This is an optimization exercise on Yosys and OpenROAD, whose aim is small area, not a production implementation. Only simulation tests tie the RTL to the original design; equivalence was not proved. Power figures rest on the tool's default switching activity, not on a simulated workload.

== old ==
==> flow/design.v <==
`default_nettype none
module pdm_sampler (
    input  logic       clk_i,
    input  logic       rst_n_i,
    input  logic       pdm_data_i,
    output logic       pdm_clk_o,
    output logic       pdm_bit_o,
    output logic       pdm_valid_o,
    output logic [2:0] phase_o
);
    logic [2:0] ph_q;
    logic [1:0] sync_q;
    logic       valid_q;
    always_ff @(posedge clk_i) begin
        if (!rst_n_i) begin
            ph_q    <= '0;
            valid_q <= 1'b0;
        end else begin
            ph_q    <= ph_q + 1'b1;
            valid_q <= (ph_q == 3'd7);   
        end
    end
    always_ff @(posedge clk_i) begin
        sync_q <= {sync_q[0], pdm_data_i};   
    end
    assign pdm_clk_o   = ph_q[2];
    assign pdm_bit_o   = sync_q[1];
    assign pdm_valid_o = valid_q;
    assign phase_o     = ph_q;
endmodule
`default_nettype wire
`default_nettype none
module cic_filter (
    input  logic                    clk_i,
    input  logic                    rst_n_i,
    input  logic                    clear_i,
    input  logic [7-1:0] decim_i,
    input  logic                    pdm_bit_i,
    input  logic                    pdm_valid_i,
    output logic [16:0]             pcm_o,         
    output logic                    pcm_valid_o
);
    localparam int N = 4;
    logic clr;
    assign clr = !rst_n_i || clear_i;
    logic [7-1:0] decim_cnt;
    logic                    fire;
    assign fire = pdm_valid_i && (decim_cnt == 7'(1));
    always_ff @(posedge clk_i) begin
        if (clr) begin
            decim_cnt <= decim_i;
        end else if (pdm_valid_i) begin
            decim_cnt <= fire ? decim_i : decim_cnt - 1'b1;
        end
    end
    logic [2:0] fill_q;   
    always_ff @(posedge clk_i) begin
        if (clr) begin
            fill_q <= '0;
        end else if (fire && !fill_q[2]) begin
            fill_q <= fill_q + 1'b1;
        end
    end
    logic [2:0] step_q;
    logic       start;
    logic       last;
    always_ff @(posedge clk_i) begin
        step_q <= (step_q >= 3'd6) ? 3'd0 : step_q + 1'b1;
    end
    assign start = (step_q == 3'd0);
    assign last  = (step_q >= 3'd6);     
    logic act_p, fire_p, bit_p;    
    always_ff @(posedge clk_i) begin
        if (clr) begin
            act_p  <= 1'b0;
            fire_p <= 1'b0;
        end else if (pdm_valid_i && !start) begin
            act_p  <= 1'b1;
            fire_p <= fire;
        end else if (start) begin
            act_p  <= 1'b0;
            fire_p <= 1'b0;
        end
    end
    always_ff @(posedge clk_i) begin
        if (pdm_valid_i) bit_p <= pdm_bit_i;
    end
    logic zero_q, mask_q, act_q, fire_q;
    logic mask, act, fire_now, bit_now;
    always_ff @(posedge clk_i) begin
        if (clr)        zero_q <= 1'b1;
        else if (start) zero_q <= 1'b0;
    end
    always_ff @(posedge clk_i) begin
        if (start) begin
            mask_q <= zero_q;
            act_q  <= act_p | pdm_valid_i;
            fire_q <= fire_p | fire;
        end
    end
    assign mask     = start ? zero_q                : mask_q;
    assign act      = start ? (act_p | pdm_valid_i) : act_q;
    assign fire_now = start ? (fire_p | fire)       : fire_q;
    assign bit_now  = pdm_valid_i ? pdm_bit_i : bit_p;
    logic [27:0] integ_q [N];
    logic [3:0]  integ_d [N];    
    logic [N-1:0] icarry_q;
    for (genvar i = 0; i < N; i++) begin : g_integ
        logic [3:0] own;
        logic [3:0] addend;
        logic       cin;
        logic [4:0] sum;
        assign integ_d[i] = mask ? 4'd0 : integ_q[i][3:0];
        if (i == 0) begin : g_head
            assign own    = integ_d[i];
            assign addend = 4'd0;
            assign cin    = icarry_q[i] | (start & act & bit_now);   
        end else begin : g_tail
            if (i == N - 1) begin : g_dump
                assign own = fire_now ? 4'd0 : integ_d[i];
            end else begin : g_run
                assign own = integ_d[i];
            end
            assign addend = act ? integ_d[i-1] : 4'd0;
            assign cin    = icarry_q[i];
        end
        always_comb begin
            logic c;
            c = cin;
            for (int b = 0; b < 4; b++) begin
                sum[b] = own[b] ^ addend[b] ^ c;
                c      = (own[b] & addend[b]) | (c & (own[b] ^ addend[b]));
            end
            sum[4] = c;
        end
        always_ff @(posedge clk_i) begin
            integ_q[i]  <= {sum[3:0], integ_q[i][27:4]};
            icarry_q[i] <= sum[4] & ~last;
        end
    end
    logic [27:0]  comb_q [1:N-1];
    logic [3:0]   comb_in [N+1];
    logic [N-1:1] cborrow_q;
    assign comb_in[1] = integ_d[N-1];   
    for (genvar i = 1; i < N; i++) begin : g_comb
        logic [3:0] dly;
        logic       cin;
        logic [4:0] diff;
        assign dly  = mask ? 4'd0 : comb_q[i][3:0];
        assign cin  = cborrow_q[i];
        always_comb begin
            logic c;
            c = cin;
            for (int b = 0; b < 4; b++) begin
                diff[b] = comb_in[i][b] ^ ~dly[b] ^ c;
                c       = (comb_in[i][b] & ~dly[b]) | (c & (comb_in[i][b] ^ ~dly[b]));
            end
            diff[4] = c;
        end
        assign comb_in[i+1] = diff[3:0];
        always_ff @(posedge clk_i) begin
            comb_q[i]    <= {(fire_now ? comb_in[i] : dly), comb_q[i][27:4]};
            cborrow_q[i] <= diff[4] | last;
        end
    end
    logic [3:0]  zd;
    logic [15:0] line_lo [4];
    logic        line_ov [4];
    assign zd = comb_in[N];
    always_ff @(posedge clk_i) begin
        if (fire_now && (step_q < 3'd4)) begin
            line_lo[0] <= {zd, line_lo[0][15:4]};
        end
        if (fire_now && (step_q >= 3'd4)) begin
            line_ov[0] <= (step_q != 3'd4 && line_ov[0]) || (zd != 4'd0);
        end
    end
    for (genvar i = 1; i < 4; i++) begin : g_line
        always_ff @(posedge clk_i) begin
            if (start && fire_now) begin
                line_lo[i] <= line_lo[i-1];
                line_ov[i] <= line_ov[i-1];
            end
        end
    end
    assign pcm_valid_o = fill_q[2] & fire & ~clear_i;
    assign pcm_o       = {line_ov[3], line_lo[3]};
endmodule
`default_nettype wire
`default_nettype none
module pcm_fifo (
    input  logic        clk_i,
    input  logic        rst_n_i,
    input  logic        clear_i,
    input  logic [2:0]  phase_i,
    input  logic        wr_i,
    input  logic [16:0] wr_data_i,
    input  logic        rd_i,
    output logic [16:0] rd_data_o,
    output logic        empty_o,
    output logic        overflow_o
);
    localparam int AW = $clog2(8);
    logic [16:0]   ring_q [8];
    logic [16:0]   hold_q;
    logic [AW-1:0] hold_slot_q;
    logic          hold_v_q;
    logic          ins;
    logic [AW:0]   wr_ptr;        
    logic [AW:0]   rd_ptr;
    logic [8-1:0] rd_sel_q;   
    logic [AW-1:0] rd_pos;
    logic          rd_hold;
    logic          rd_hold_q;     
    logic          full;
    logic          wr_ok;
    logic          overflow_q;
    assign empty_o = (wr_ptr == rd_ptr);
    assign full    = (wr_ptr[AW] != rd_ptr[AW]) && (wr_ptr[AW-1:0] == rd_ptr[AW-1:0]);
    assign wr_ok   = wr_i & ~full;   
    logic [AW:0] rd_next;
    assign rd_next = rd_ptr + {{AW{1'b0}}, rd_i};
    always_ff @(posedge clk_i) begin
        rd_ptr <= rd_next;
        if (!rst_n_i || clear_i) begin
            wr_ptr <= rd_next;
        end else if (wr_ok) begin
            wr_ptr <= wr_ptr + 1'b1;
        end
    end
    always_ff @(posedge clk_i) begin
        if (!rst_n_i || clear_i) begin
            overflow_q <= 1'b0;
        end else if (wr_i && full) begin
            overflow_q <= 1'b1;   
        end
    end
    assign ins = hold_v_q && (phase_i == hold_slot_q - 1'b1);
    always_ff @(posedge clk_i) begin
        if (wr_ok) begin
            hold_q      <= wr_data_i;
            hold_slot_q <= wr_ptr[AW-1:0];
        end
        hold_v_q <= wr_ok || (hold_v_q && !ins);
    end
    always_ff @(posedge clk_i) begin
        ring_q[0] <= ins ? hold_q : ring_q[8-1];
        for (int i = 1; i < 8; i++) begin
            ring_q[i] <= ring_q[i-1];
        end
    end
    assign rd_pos  = phase_i + 2'd2 - rd_ptr[AW-1:0];
    assign rd_hold = hold_v_q && !ins && (hold_slot_q == rd_ptr[AW-1:0] - 1'b1);
    always_ff @(posedge clk_i) begin
        for (int i = 0; i < 8; i++) begin
            rd_sel_q[i] <= !rd_hold && (rd_pos == AW'(i));
        end
        rd_hold_q <= rd_hold;
    end
    always_comb begin
        rd_data_o = rd_hold_q ? hold_q : '0;
        for (int i = 0; i < 8; i++) begin
            rd_data_o = rd_data_o | (rd_sel_q[i] ? ring_q[i] : '0);
        end
    end
    assign overflow_o = overflow_q;
endmodule
`default_nettype wire
`default_nettype none
module pcm_reader (
    input  logic                    clk_i,
    input  logic                    rst_n_i,
    input  logic                    rd_en_i,
    input  logic                    empty_i,
    input  logic [16:0]             word_i,    
    output logic                    pop_o,
    output logic [16-1:0] audio_o,
    output logic                    audio_valid_o,
    output logic                    clip_o
);
    logic                    pend_q;
    logic                    over;
    logic                    valid_q;
    logic                    clip_q;
    assign pop_o = rd_en_i & ~empty_i & ~pend_q;
    always_ff @(posedge clk_i) begin
        if (!rst_n_i) begin
            pend_q <= 1'b0;
        end else begin
            pend_q <= pop_o;   
        end
    end
    assign over = word_i[16];
    always_ff @(posedge clk_i) begin
        if (!rst_n_i) begin
            valid_q <= 1'b0;
            clip_q  <= 1'b0;
        end else begin
            valid_q <= pend_q;
            if (valid_q) begin
                clip_q <= over;
            end
        end
    end
    assign audio_o       = over ? '1 : word_i[16-1:0];
    assign audio_valid_o = valid_q;
    assign clip_o        = valid_q ? over : clip_q;
endmodule
`default_nettype wire
`default_nettype none
module pdm_mic_top (
    input  logic                    clk_i,
    input  logic                    rst_n_i,
    input  logic                    clear_i,
    input  logic [7-1:0] decim_i,
    input  logic                    pdm_data_i,
    input  logic                    rd_en_i,
    output logic                    pdm_clk_o,
    output logic [16-1:0] audio_o,
    output logic                    audio_valid_o,
    output logic                    clip_o,
    output logic                    overflow_o
);
    logic        pdm_bit;      
    logic        pdm_valid;
    logic [2:0]  phase;
    logic [16:0] pcm_word;     
    logic        pcm_valid;
    logic [16:0] fifo_word;
    logic        fifo_empty;
    logic        fifo_pop;
    pdm_sampler pdm_sampler_i (
        .clk_i       (clk_i),
        .rst_n_i     (rst_n_i),
        .pdm_data_i  (pdm_data_i),
        .pdm_clk_o   (pdm_clk_o),
        .pdm_bit_o   (pdm_bit),
        .pdm_valid_o (pdm_valid),
        .phase_o     (phase)
    );
    cic_filter cic_filter_i (
        .clk_i       (clk_i),
        .rst_n_i     (rst_n_i),
        .clear_i     (clear_i),
        .decim_i     (decim_i),
        .pdm_bit_i   (pdm_bit),
        .pdm_valid_i (pdm_valid),
        .pcm_o       (pcm_word),
        .pcm_valid_o (pcm_valid)
    );
    pcm_fifo pcm_fifo_i (
        .clk_i      (clk_i),
        .rst_n_i    (rst_n_i),
        .clear_i    (clear_i),
        .phase_i    (phase),
        .wr_i       (pcm_valid),
        .wr_data_i  (pcm_word),
        .rd_i       (fifo_pop),
        .rd_data_o  (fifo_word),
        .empty_o    (fifo_empty),
        .overflow_o (overflow_o)
    );
    pcm_reader pcm_reader_i (
        .clk_i         (clk_i),
        .rst_n_i       (rst_n_i),
        .rd_en_i       (rd_en_i),
        .empty_i       (fifo_empty),
        .word_i        (fifo_word),
        .pop_o         (fifo_pop),
        .audio_o       (audio_o),
        .audio_valid_o (audio_valid_o),
        .clip_o        (clip_o)
    );
endmodule
`default_nettype wire
Settings: LEC_CHECK=0, CAP_MARGIN=20, CORE_MARGIN=2, CORE_UTILIZATION=80, CTS_CLUSTER_DIAMETER=60, CTS_CLUSTER_SIZE=30, PLACE_DENSITY=0.85, SLEW_MARGIN=20; clock period 10.0 ns.
standard.sh (not shown) runs the stock make flow with config.mk's settings and CLKGATE_MAP_FILE= SYNTH_SCRIPT=/design/flow/synth_recipe.tcl, a recipe that flattens the netlist after the stock synthesis.
==> flow/flow/run.sh <==
#!/bin/bash
# Own flow: the standard layout (standard.sh), with the port buffers made
# from the smallest buffer cell and clock-tree synthesis without dummy loads.
set -euo pipefail
export BUFFER_PORTS_ARGS="-buffer_cell sky130_fd_sc_hd__buf_1"
export CTS_ARGS="-sink_clustering_enable -repair_clock_nets -sink_clustering_size 30 -sink_clustering_max_diameter 60 -dont_use_dummy_load"
bash standard.sh > standard_flow.log 2>&1
old finished all stages; the layout is clean.
Inputs modified between old and new:
--- a/flow/design.v
+++ b/flow/design.v
@@ -64,10 +64,8 @@
     logic [2:0] step_q;
     logic       start;
-    logic       last;
     always_ff @(posedge clk_i) begin
         step_q <= (step_q >= 3'd6) ? 3'd0 : step_q + 1'b1;
     end
     assign start = (step_q == 3'd0);
-    assign last  = (step_q >= 3'd6);     
     logic act_p, fire_p, bit_p;    
     always_ff @(posedge clk_i) begin
@@ -115,5 +113,5 @@
             assign own    = integ_d[i];
             assign addend = 4'd0;
-            assign cin    = icarry_q[i] | (start & act & bit_now);   
+            assign cin    = start ? (act & bit_now) : icarry_q[i];   
         end else begin : g_tail
             if (i == N - 1) begin : g_dump
@@ -123,5 +121,5 @@
             end
             assign addend = act ? integ_d[i-1] : 4'd0;
-            assign cin    = icarry_q[i];
+            assign cin    = start ? 1'b0 : icarry_q[i];
         end
         always_comb begin
@@ -136,5 +134,5 @@
         always_ff @(posedge clk_i) begin
             integ_q[i]  <= {sum[3:0], integ_q[i][27:4]};
-            icarry_q[i] <= sum[4] & ~last;
+            icarry_q[i] <= sum[4];
         end
     end
@@ -148,5 +146,5 @@
         logic [4:0] diff;
         assign dly  = mask ? 4'd0 : comb_q[i][3:0];
-        assign cin  = cborrow_q[i];
+        assign cin  = start ? 1'b1 : cborrow_q[i];
         always_comb begin
             logic c;
@@ -161,5 +159,5 @@
         always_ff @(posedge clk_i) begin
             comb_q[i]    <= {(fire_now ? comb_in[i] : dly), comb_q[i][27:4]};
-            cborrow_q[i] <= diff[4] | last;
+            cborrow_q[i] <= diff[4];
         end
     end
@@ -219,12 +217,15 @@
     assign full    = (wr_ptr[AW] != rd_ptr[AW]) && (wr_ptr[AW-1:0] == rd_ptr[AW-1:0]);
     assign wr_ok   = wr_i & ~full;   
-    logic [AW:0] rd_next;
-    assign rd_next = rd_ptr + {{AW{1'b0}}, rd_i};
     always_ff @(posedge clk_i) begin
-        rd_ptr <= rd_next;
         if (!rst_n_i || clear_i) begin
-            wr_ptr <= rd_next;
-        end else if (wr_ok) begin
-            wr_ptr <= wr_ptr + 1'b1;
+            wr_ptr <= '0;
+            rd_ptr <= '0;
+        end else begin
+            if (wr_ok) begin
+                wr_ptr <= wr_ptr + 1'b1;
+            end
+            if (rd_i) begin
+                rd_ptr <= rd_ptr + 1'b1;
+            end
         end
     end
@@ -251,10 +252,13 @@
     end
     assign rd_pos  = phase_i + 2'd2 - rd_ptr[AW-1:0];
-    assign rd_hold = hold_v_q && !ins && (hold_slot_q == rd_ptr[AW-1:0] - 1'b1);
+    assign rd_hold = hold_v_q && !ins && (phase_i + 2'd2 != hold_slot_q) &&
+                     (hold_slot_q == rd_ptr[AW-1:0]);
     always_ff @(posedge clk_i) begin
-        for (int i = 0; i < 8; i++) begin
-            rd_sel_q[i] <= !rd_hold && (rd_pos == AW'(i));
+        if (rd_i) begin
+            for (int i = 0; i < 8; i++) begin
+                rd_sel_q[i] <= !rd_hold && (rd_pos == AW'(i));
+            end
+            rd_hold_q <= rd_hold;
         end
-        rd_hold_q <= rd_hold;
     end
     always_comb begin
==> comparison <==
new has XOR/XNOR share of the synthesized area below what old had. Between old and new, largest fanout of any net on the critical path is higher for old, new comes in under that. new vs old — final cell count climbed slightly. new vs old: HPWL after detailed placement up by a few percent. old → new: total power fell by 5.5%, wire length rose by 810 µm. Total net switching power delta for new relative to old: 0.12 mW lower. new gives more worst setup slack than old did. new has initial core utilization above what old had. [compare] base=old new=new: combinational share of power fell 3.3 points; data arrival time at the worst-slack endpoint fell 0.09 ns; utilization rose 0.22 points. Against old, first-iteration DRC count in new came out worse.

-- re-timing with driven ports --
How much do the figures lean on ideal ports? The routed layouts below were timed once more, with nothing changed but the port constraints. Step 1 (the two cells are an assumption about what drives the block):
set clk [get_ports {clk_i}]
set_driving_cell -lib_cell sky130_fd_sc_hd__clkbuf_16 $clk
set_driving_cell -lib_cell sky130_fd_sc_hd__buf_2 [delete_from_list [all_inputs] $clk]
Step 2, shift: input delay + t, output delay - t, t = (earliest + latest rising clock arrival at the registers) / 2. This alone moves slack from input paths to output paths. Three values: ideal, step 1, step 2; two values: the first two.
run	t (ns)	slack for setup (ns)	worst register clock-pin slew, ns
old	0.562	4.395 / 4.395 / 4.395	0.11 / 0.11
new	0.558	4.487 / 4.487 / 4.487	0.11 / 0.11
After both steps setup and hold are still met in every run listed.
